This is an optimization exercise on Yosys and OpenROAD, whose aim is small area, a short achievable clock period and few clock cycles per item, not a production implementation.
Function was checked by simulation only, so behaviour that the tests miss may differ from the original.

==> inputs of run R <==
==> flow/design.v <==
module edit_distance_best_match (
  input  logic        clk,
  input  logic        rst_n,
  input  logic        in_valid,
  output logic        in_ready,
  input  logic [1:0]  in_command,
  input  logic [7:0]  in_char,
  output logic        out_valid,
  input  logic        out_ready,
  output logic        out_found,
  output logic [11:0] out_index,
  input  logic        cfg_valid,
  output logic        cfg_ready,
  input  logic [6:0]  cfg_threshold
);
  localparam int R = 31;             
  localparam logic [1:0] C_QUERY = 2'd0;
  localparam logic [1:0] C_CHAR  = 2'd1;
  localparam logic [1:0] C_CLOSE = 2'd2;
  localparam logic [1:0] C_FIN   = 2'd3;
  logic         in_ready_r;
  logic         take;
  logic         iq_r, ic_r, icl_r, if_r;
  logic [7:0]   ich_r;
  assign in_ready  = in_ready_r;
  assign cfg_ready = 1'b1;
  assign take      = in_valid && in_ready_r;
  always_ff @(posedge clk) begin
    if (!rst_n) begin
      iq_r  <= 1'b0;
      ic_r  <= 1'b0;
      icl_r <= 1'b0;
      if_r  <= 1'b0;
    end else begin
      iq_r  <= take && in_command == C_QUERY;
      ic_r  <= take && in_command == C_CHAR;
      icl_r <= take && in_command == C_CLOSE;
      if_r  <= take && in_command == C_FIN;
    end
  end
  always_ff @(posedge clk) ich_r <= in_char;
  logic [5:0]   qlen_r;              
  logic [7:0]   qstore_r [R];
  logic [R-1:0] qmask;
  logic [R-1:0] eq_r;
  logic         b_char, b_close, b_fin, restart;
  always_comb begin
    qmask = '0;
    for (int n = 1; n <= R + 1; n++) begin
      if (qlen_r == 6'(n)) begin
        for (int k = 0; k < R; k++) qmask[k] = (k >= R - n);
      end
    end
  end
  always_ff @(posedge clk) begin
    if (iq_r) begin
      for (int k = 0; k < R - 1; k++) qstore_r[k] <= qstore_r[k+1];
      qstore_r[R-1] <= ich_r;
    end
  end
  always_ff @(posedge clk) begin
    for (int k = 0; k < R; k++) eq_r[k] <= (qstore_r[k] == ich_r);
  end
  always_ff @(posedge clk) begin
    if (!rst_n) begin
      qlen_r  <= '0;
      b_char  <= 1'b0;
      b_close <= 1'b0;
      b_fin   <= 1'b0;
      restart <= 1'b1;
    end else begin
      b_char  <= ic_r;
      b_close <= icl_r;
      b_fin   <= if_r;
      restart <= iq_r || icl_r || if_r;
      if (iq_r && !qlen_r[5]) qlen_r <= qlen_r + 6'd1;
      else if (if_r) qlen_r <= '0;
    end
  end
  logic [R-1:0] pv_r, mv_r;
  logic         sp_r, sm_r;          
  logic [4:0]   score_r;             
  logic [4:0]   pos_r;
  logic         tl_r;                
  logic [5:0]   best_r;              
  logic [11:0]  bidx_r;
  logic [12:0]  wcnt_r;
  logic [6:0]   thr_r, cfgd_r, cfgd2_r;
  logic         cfgv_r, cfgv2_r;
  logic [R-1:0] c, xh, xv, ph, mh, phs, mhs;
  logic [4:0]   score_eff;
  logic         lt0, ltp, ltm, closer;
  logic         found;
  always_comb begin
    logic [R-1:0] gg, pp, gn, pn;
    gg = eq_r & pv_r;
    pp = pv_r;
    for (int d = 1; d < R; d = d * 2) begin
      gn = gg;
      pn = pp;
      for (int k = d; k < R; k++) begin
        gn[k] = gg[k] | (pp[k] & gg[k-d]);
        pn[k] = pp[k] & pp[k-d];
      end
      gg = gn;
      pp = pn;
    end
    c = {gg[R-2:0], 1'b0};
  end
  assign xh  = eq_r | c;
  assign xv  = eq_r | mv_r;
  assign ph  = mv_r | ~(xh | pv_r);
  assign mh  = pv_r & xh;
  assign phs = {ph[R-2:0], 1'b1};
  assign mhs = {mh[R-2:0], 1'b0};
  assign score_eff = score_r + 5'(sp_r) - 5'(sm_r);
  assign lt0    = {1'b0, score_r} < best_r;
  assign ltp    = ({1'b0, score_r} + 6'd1) < best_r;
  assign ltm    = {1'b0, score_r} <= best_r;
  assign closer = !tl_r && !qlen_r[5] && (sp_r ? ltp : (sm_r ? ltm : lt0));
  assign found     = (wcnt_r != '0) && (best_r[5] ? thr_r[6] : ({2'b00, best_r[4:0]} <= thr_r));
  always_ff @(posedge clk) begin
    if (restart) begin
      pv_r <= qmask;
      mv_r <= ~qmask;
    end else if (b_char) begin
      pv_r <= mhs | ~(xv | phs);
      mv_r <= phs & xv;
    end
  end
  always_ff @(posedge clk) begin
    if (!rst_n) begin
      sp_r    <= 1'b0;
      sm_r    <= 1'b0;
      score_r <= '0;
      pos_r   <= '0;
      tl_r    <= 1'b0;
      best_r  <= 6'd32;
      bidx_r  <= '0;
      wcnt_r  <= '0;
    end else begin
      sp_r    <= b_char && ph[R-1];
      sm_r    <= b_char && mh[R-1];
      score_r <= restart ? qlen_r[4:0] : score_eff;
      if (restart) begin
        pos_r <= '0;
        tl_r  <= 1'b0;
      end else if (b_char && !tl_r) begin
        if (pos_r == 5'd31) tl_r <= 1'b1;
        else pos_r <= pos_r + 5'd1;
      end
      if (b_close && !wcnt_r[12]) begin
        if (closer) begin
          best_r <= {1'b0, score_eff};
          bidx_r <= wcnt_r[11:0];
        end
        wcnt_r <= wcnt_r + 13'd1;
      end
      if (b_fin) begin
        best_r <= 6'd32;
        bidx_r <= '0;
        wcnt_r <= '0;
      end
    end
  end
  always_ff @(posedge clk) begin
    if (!rst_n) begin
      cfgv_r  <= 1'b0;
      cfgv2_r <= 1'b0;
      thr_r   <= 7'd2;
    end else begin
      cfgv_r  <= cfg_valid;
      cfgv2_r <= cfgv_r;
      if (cfgv2_r) thr_r <= cfgd2_r;
    end
  end
  always_ff @(posedge clk) begin
    cfgd_r  <= cfg_threshold;
    cfgd2_r <= cfgd_r;
  end
  logic [1:0]  cnt_r;                
  logic        ov_r, of_r, sv_r, sf_r;
  logic [11:0] oi_r, si_r;
  logic        fin_take, out_take;
  assign fin_take = take && in_command == C_FIN;
  assign out_take = ov_r && out_ready;
  always_ff @(posedge clk) begin
    if (!rst_n) begin
      cnt_r      <= '0;
      in_ready_r <= 1'b1;
      ov_r       <= 1'b0;
      sv_r       <= 1'b0;
    end else begin
      cnt_r      <= cnt_r + 2'(fin_take) - 2'(out_take);
      in_ready_r <= out_take || !(cnt_r[1] || (cnt_r[0] && fin_take));
      if (!ov_r || out_ready) begin
        ov_r <= sv_r || b_fin;
        sv_r <= sv_r && b_fin;
      end else if (b_fin) begin
        sv_r <= 1'b1;
      end
    end
  end
  always_ff @(posedge clk) begin
    if (!ov_r || out_ready) begin
      if (sv_r) begin
        of_r <= sf_r;
        oi_r <= si_r;
      end else begin
        of_r <= found;
        oi_r <= found ? bidx_r : '0;
      end
    end
    if (b_fin) begin
      sf_r <= found;
      si_r <= found ? bidx_r : '0;
    end
  end
  assign out_valid = ov_r;
  assign out_found = of_r;
  assign out_index = oi_r;
endmodule
==> flow/flow/run.sh <==
#!/bin/bash
bash standard.sh SETUP_SLACK_MARGIN=6.8 finish > standard.log 2>&1
==> flow/standard.sh <==
#!/bin/bash
# synth_recipe.tcl (not shown) runs the flow's synth.tcl, then flattens the netlist and writes it again
# the make line also repeats each setting of config.mk as NAME=value (left out here)
make -C /OpenROAD-flow-scripts/flow DESIGN_CONFIG=/design/flow/config.mk WORK_HOME=/design/flow/orfs CLKGATE_MAP_FILE= SYNTH_SCRIPT=/design/flow/synth_recipe.tcl "${@:-finish}"
==> flow/config.mk <==
export PLATFORM = sky130hd
export DESIGN_NAME = edit_distance_best_match
export DESIGN_NICKNAME = edit_distance_best_match
export VERILOG_FILES = /design/flow/design.v
export SDC_FILE = /design/flow/constraint.sdc
export NUM_CORES = 4
export LEC_CHECK = 0
export CAP_MARGIN = 20
export CORE_MARGIN = 2
export CORE_UTILIZATION = 65
export SLEW_MARGIN = 20
==> flow/constraint.sdc <==
create_clock -name core_clock -period 10.0 [get_ports {clk}]
set_input_delay 2.0000 -clock core_clock [delete_from_list [all_inputs] [get_ports {clk}]]
set_output_delay 2.0000 -clock core_clock [all_outputs]
set_load 0.01 [all_outputs]
==> run D: changes against run R <==
==> flow/design.v, changed modules only <==
module edit_distance_best_match (
  input  logic        clk,
  input  logic        rst_n,
  input  logic        in_valid,
  output logic        in_ready,
  input  logic [1:0]  in_command,
  input  logic [7:0]  in_char,
  output logic        out_valid,
  input  logic        out_ready,
  output logic        out_found,
  output logic [11:0] out_index,
  input  logic        cfg_valid,
  output logic        cfg_ready,
  input  logic [6:0]  cfg_threshold
);
  localparam int R = 31;             
  localparam logic [1:0] C_QUERY = 2'd0;
  localparam logic [1:0] C_CHAR  = 2'd1;
  localparam logic [1:0] C_CLOSE = 2'd2;
  localparam logic [1:0] C_FIN   = 2'd3;
  logic         in_ready_r;
  logic         take, iq, ic, icl, ifin;
  assign in_ready  = in_ready_r;
  assign cfg_ready = in_ready_r;
  assign take      = in_valid && in_ready_r;
  assign iq        = take && in_command == C_QUERY;
  assign ic        = take && in_command == C_CHAR;
  assign icl       = take && in_command == C_CLOSE;
  assign ifin      = take && in_command == C_FIN;
  logic [5:0]   qlen_r;              
  logic [7:0]   qstore_r [R];
  logic [R-1:0] qmask;
  logic [R-1:0] eq_r;
  logic         b_char, b_close, b_fin, restart;
  always_comb begin
    qmask = '0;
    for (int n = 1; n <= R + 1; n++) begin
      if (qlen_r == 6'(n)) begin
        for (int k = 0; k < R; k++) qmask[k] = (k >= R - n);
      end
    end
  end
  always_ff @(posedge clk) begin
    if (iq) begin
      for (int k = 0; k < R - 1; k++) qstore_r[k] <= qstore_r[k+1];
      qstore_r[R-1] <= in_char;
    end
  end
  always_ff @(posedge clk) begin
    for (int k = 0; k < R; k++) eq_r[k] <= (qstore_r[k] == in_char);
  end
  always_ff @(posedge clk) begin
    if (!rst_n) begin
      qlen_r  <= '0;
      b_char  <= 1'b0;
      b_close <= 1'b0;
      b_fin   <= 1'b0;
      restart <= 1'b1;
    end else begin
      b_char  <= ic;
      b_close <= icl;
      b_fin   <= ifin;
      restart <= iq || icl || ifin;
      if (iq && !qlen_r[5]) qlen_r <= qlen_r + 6'd1;
      else if (ifin) qlen_r <= '0;
    end
  end
  logic [R-1:0] pv_r, mv_r;
  logic         sp_r, sm_r;          
  logic [4:0]   score_r;             
  logic [4:0]   pos_r;
  logic         tl_r;                
  logic [5:0]   best_r;              
  logic [11:0]  bidx_r;
  logic [12:0]  wcnt_r;
  logic [5:0]   thr_r, cfgd_r;
  logic         cfgv_r;
  logic         pend_r, deliver, pend_nxt;
  logic [R-1:0] c, xh, xv, ph, mh, phs, mhs;
  logic [4:0]   score_eff;
  logic         closer;
  logic         found;
  always_comb begin
    logic [R-1:0] gg, pp, gn, pn;
    gg = eq_r & pv_r;
    pp = pv_r;
    for (int d = 1; d < R; d = d * 2) begin
      gn = gg;
      pn = pp;
      for (int k = 0; k < R; k++) begin
        if ((k & d) != 0) begin
          gn[k] = gg[k] | (pp[k] & gg[(k & ~(d - 1)) - 1]);
          pn[k] = pp[k] & pp[(k & ~(d - 1)) - 1];
        end
      end
      gg = gn;
      pp = pn;
    end
    c = {gg[R-2:0], 1'b0};
  end
  assign xh  = eq_r | c;
  assign xv  = eq_r | mv_r;
  assign ph  = mv_r | ~(xh | pv_r);
  assign mh  = pv_r & xh;
  assign phs = {ph[R-2:0], 1'b1};
  assign mhs = {mh[R-2:0], 1'b0};
  assign score_eff = score_r + 5'(sp_r) - 5'(sm_r);
  assign closer = !tl_r && !qlen_r[5] && ({1'b0, score_eff} < best_r);
  assign found     = (wcnt_r != '0) && (best_r[5] ? thr_r[5] : (best_r[4:0] <= thr_r[4:0]));
  always_ff @(posedge clk) begin
    if (restart) begin
      pv_r <= qmask;
      mv_r <= ~qmask;
    end else if (b_char) begin
      pv_r <= mhs | ~(xv | phs);
      mv_r <= phs & xv;
    end
  end
  always_ff @(posedge clk) begin
    sp_r    <= b_char && ph[R-1];
    sm_r    <= b_char && mh[R-1];
    score_r <= restart ? qlen_r[4:0] : score_eff;
    if (restart) begin
      pos_r <= '0;
      tl_r  <= 1'b0;
    end else if (b_char && !tl_r) begin
      if (pos_r == 5'd31) tl_r <= 1'b1;
      else pos_r <= pos_r + 5'd1;
    end
  end
  always_ff @(posedge clk) begin
    if (!rst_n) begin
      best_r  <= 6'd32;
      bidx_r  <= '0;
      wcnt_r  <= '0;
    end else begin
      if (b_close && !wcnt_r[12]) begin
        if (closer) begin
          best_r <= {1'b0, score_eff};
          bidx_r <= wcnt_r[11:0];
        end
        wcnt_r <= wcnt_r + 13'd1;
      end
      if (deliver) begin
        best_r <= 6'd32;
        bidx_r <= '0;
        wcnt_r <= '0;
      end
    end
  end
  always_ff @(posedge clk) begin
    if (!rst_n) begin
      cfgv_r <= 1'b0;
      thr_r  <= 6'd2;
    end else if (!pend_nxt) begin
      cfgv_r <= cfg_valid && cfg_ready;
      if (cfgv_r) thr_r <= cfgd_r;
    end
  end
  always_ff @(posedge clk) begin
    if (!pend_nxt) begin
      cfgd_r <= {cfg_threshold[6], (cfg_threshold[6] || cfg_threshold[5]) ? 5'd31 : cfg_threshold[4:0]};
    end
  end
  logic        ov_r, of_r;
  logic [11:0] oi_r;
  logic        fin_take, ov_nxt;
  assign fin_take = take && in_command == C_FIN;
  assign deliver  = (b_fin || pend_r) && (!ov_r || out_ready);
  assign pend_nxt = (b_fin || pend_r) && ov_r && !out_ready;
  assign ov_nxt   = deliver || (ov_r && !out_ready);
  always_ff @(posedge clk) begin
    if (!rst_n) begin
      in_ready_r <= 1'b1;
      ov_r       <= 1'b0;
      pend_r     <= 1'b0;
    end else begin
      in_ready_r <= !((fin_take && ov_nxt) || pend_nxt);
      ov_r       <= ov_nxt;
      pend_r     <= pend_nxt;
    end
  end
  always_ff @(posedge clk) begin
    if (deliver) begin
      of_r <= found;
      oi_r <= found ? bidx_r : '0;
    end
  end
  assign out_valid = ov_r;
  assign out_found = of_r;
  assign out_index = oi_r;
endmodule
==> flow/flow/run.sh (replaced) <==
#!/bin/bash
bash standard.sh SETUP_SLACK_MARGIN=6.9 "BUFFER_PORTS_ARGS=-buffer_cell sky130_fd_sc_hd__buf_2" "CTS_ARGS=-sink_clustering_enable -repair_clock_nets -sink_clustering_size 18 -sink_clustering_max_diameter 60 -buf_list sky130_fd_sc_hd__clkbuf_8 -dont_use_dummy_load" finish > standard.log 2>&1
- CTS_BUF_LIST: unset -> sky130_fd_sc_hd__clkbuf_16
- CTS_CLUSTER_DIAMETER: unset -> 80
- CTS_CLUSTER_SIZE: unset -> 30
==> reports/qor.yml <==
status:
  status: "no timing/DRC/antenna violations"
global_route:
  grt_pass1_vias: 11000
route:
  wl_met3_um: 1180
final_layout:
  design.seq.count: 424
logic_synthesis:
  synth_compound_area_share_pct: 7.57
critical_path:
  rr_startpoint: "score_r[0]"
clocking:
  cts_root_buffer: "clkbuf_8"
  clock-sinks: 424
The numbers above come from run D.

==> reports/qor.yml <==
clocking:
  cts_root_buffer: "clkbuf_16"
global_route:
  grt_pass1_vias: 12600
status:
  status: "no timing/DRC/antenna violations"
route:
  wl_met3_um: 1790
critical_path:
  rr_startpoint: "qlen_r[0]"
The numbers above come from run R.

Testbench counts of run R, summed over its fixed seeds: cycles 32,574, items 32,550.
Testbench counts of run D, summed over its fixed seeds: cycles 32,566, items 32,550.

-- static timing again, ports no longer ideal --
How much do the figures lean on ideal ports? The routed layouts below were timed once more, with nothing changed but the port constraints.
Step 1 (the two cells are an assumption about what drives the block):
set clk [get_ports {clk}]
set_driving_cell -lib_cell sky130_fd_sc_hd__clkbuf_16 $clk
set_driving_cell -lib_cell sky130_fd_sc_hd__buf_2 [delete_from_list [all_inputs] $clk]
Step 2 moves the port delays by t, midway between the first and last clock arrival at a register: inputs arrive t later, outputs are due t later. That takes back most of the time a late clock gives input paths.
Three values: ideal, step 1, step 2; two values: the first two.
run | shift t [ns] | setup slack, ns | cell pins on the clock port's net
run R | 0.593 | 6.835 / 6.784 / 6.297 | 1
run D | 0.581 | 6.940 / 6.893 / 6.492 | 1
After both steps setup and hold are still met in every run listed. The setup slack of run R, which loses most, moves by -0.051 ns with the drivers and by -0.538 ns with both steps.
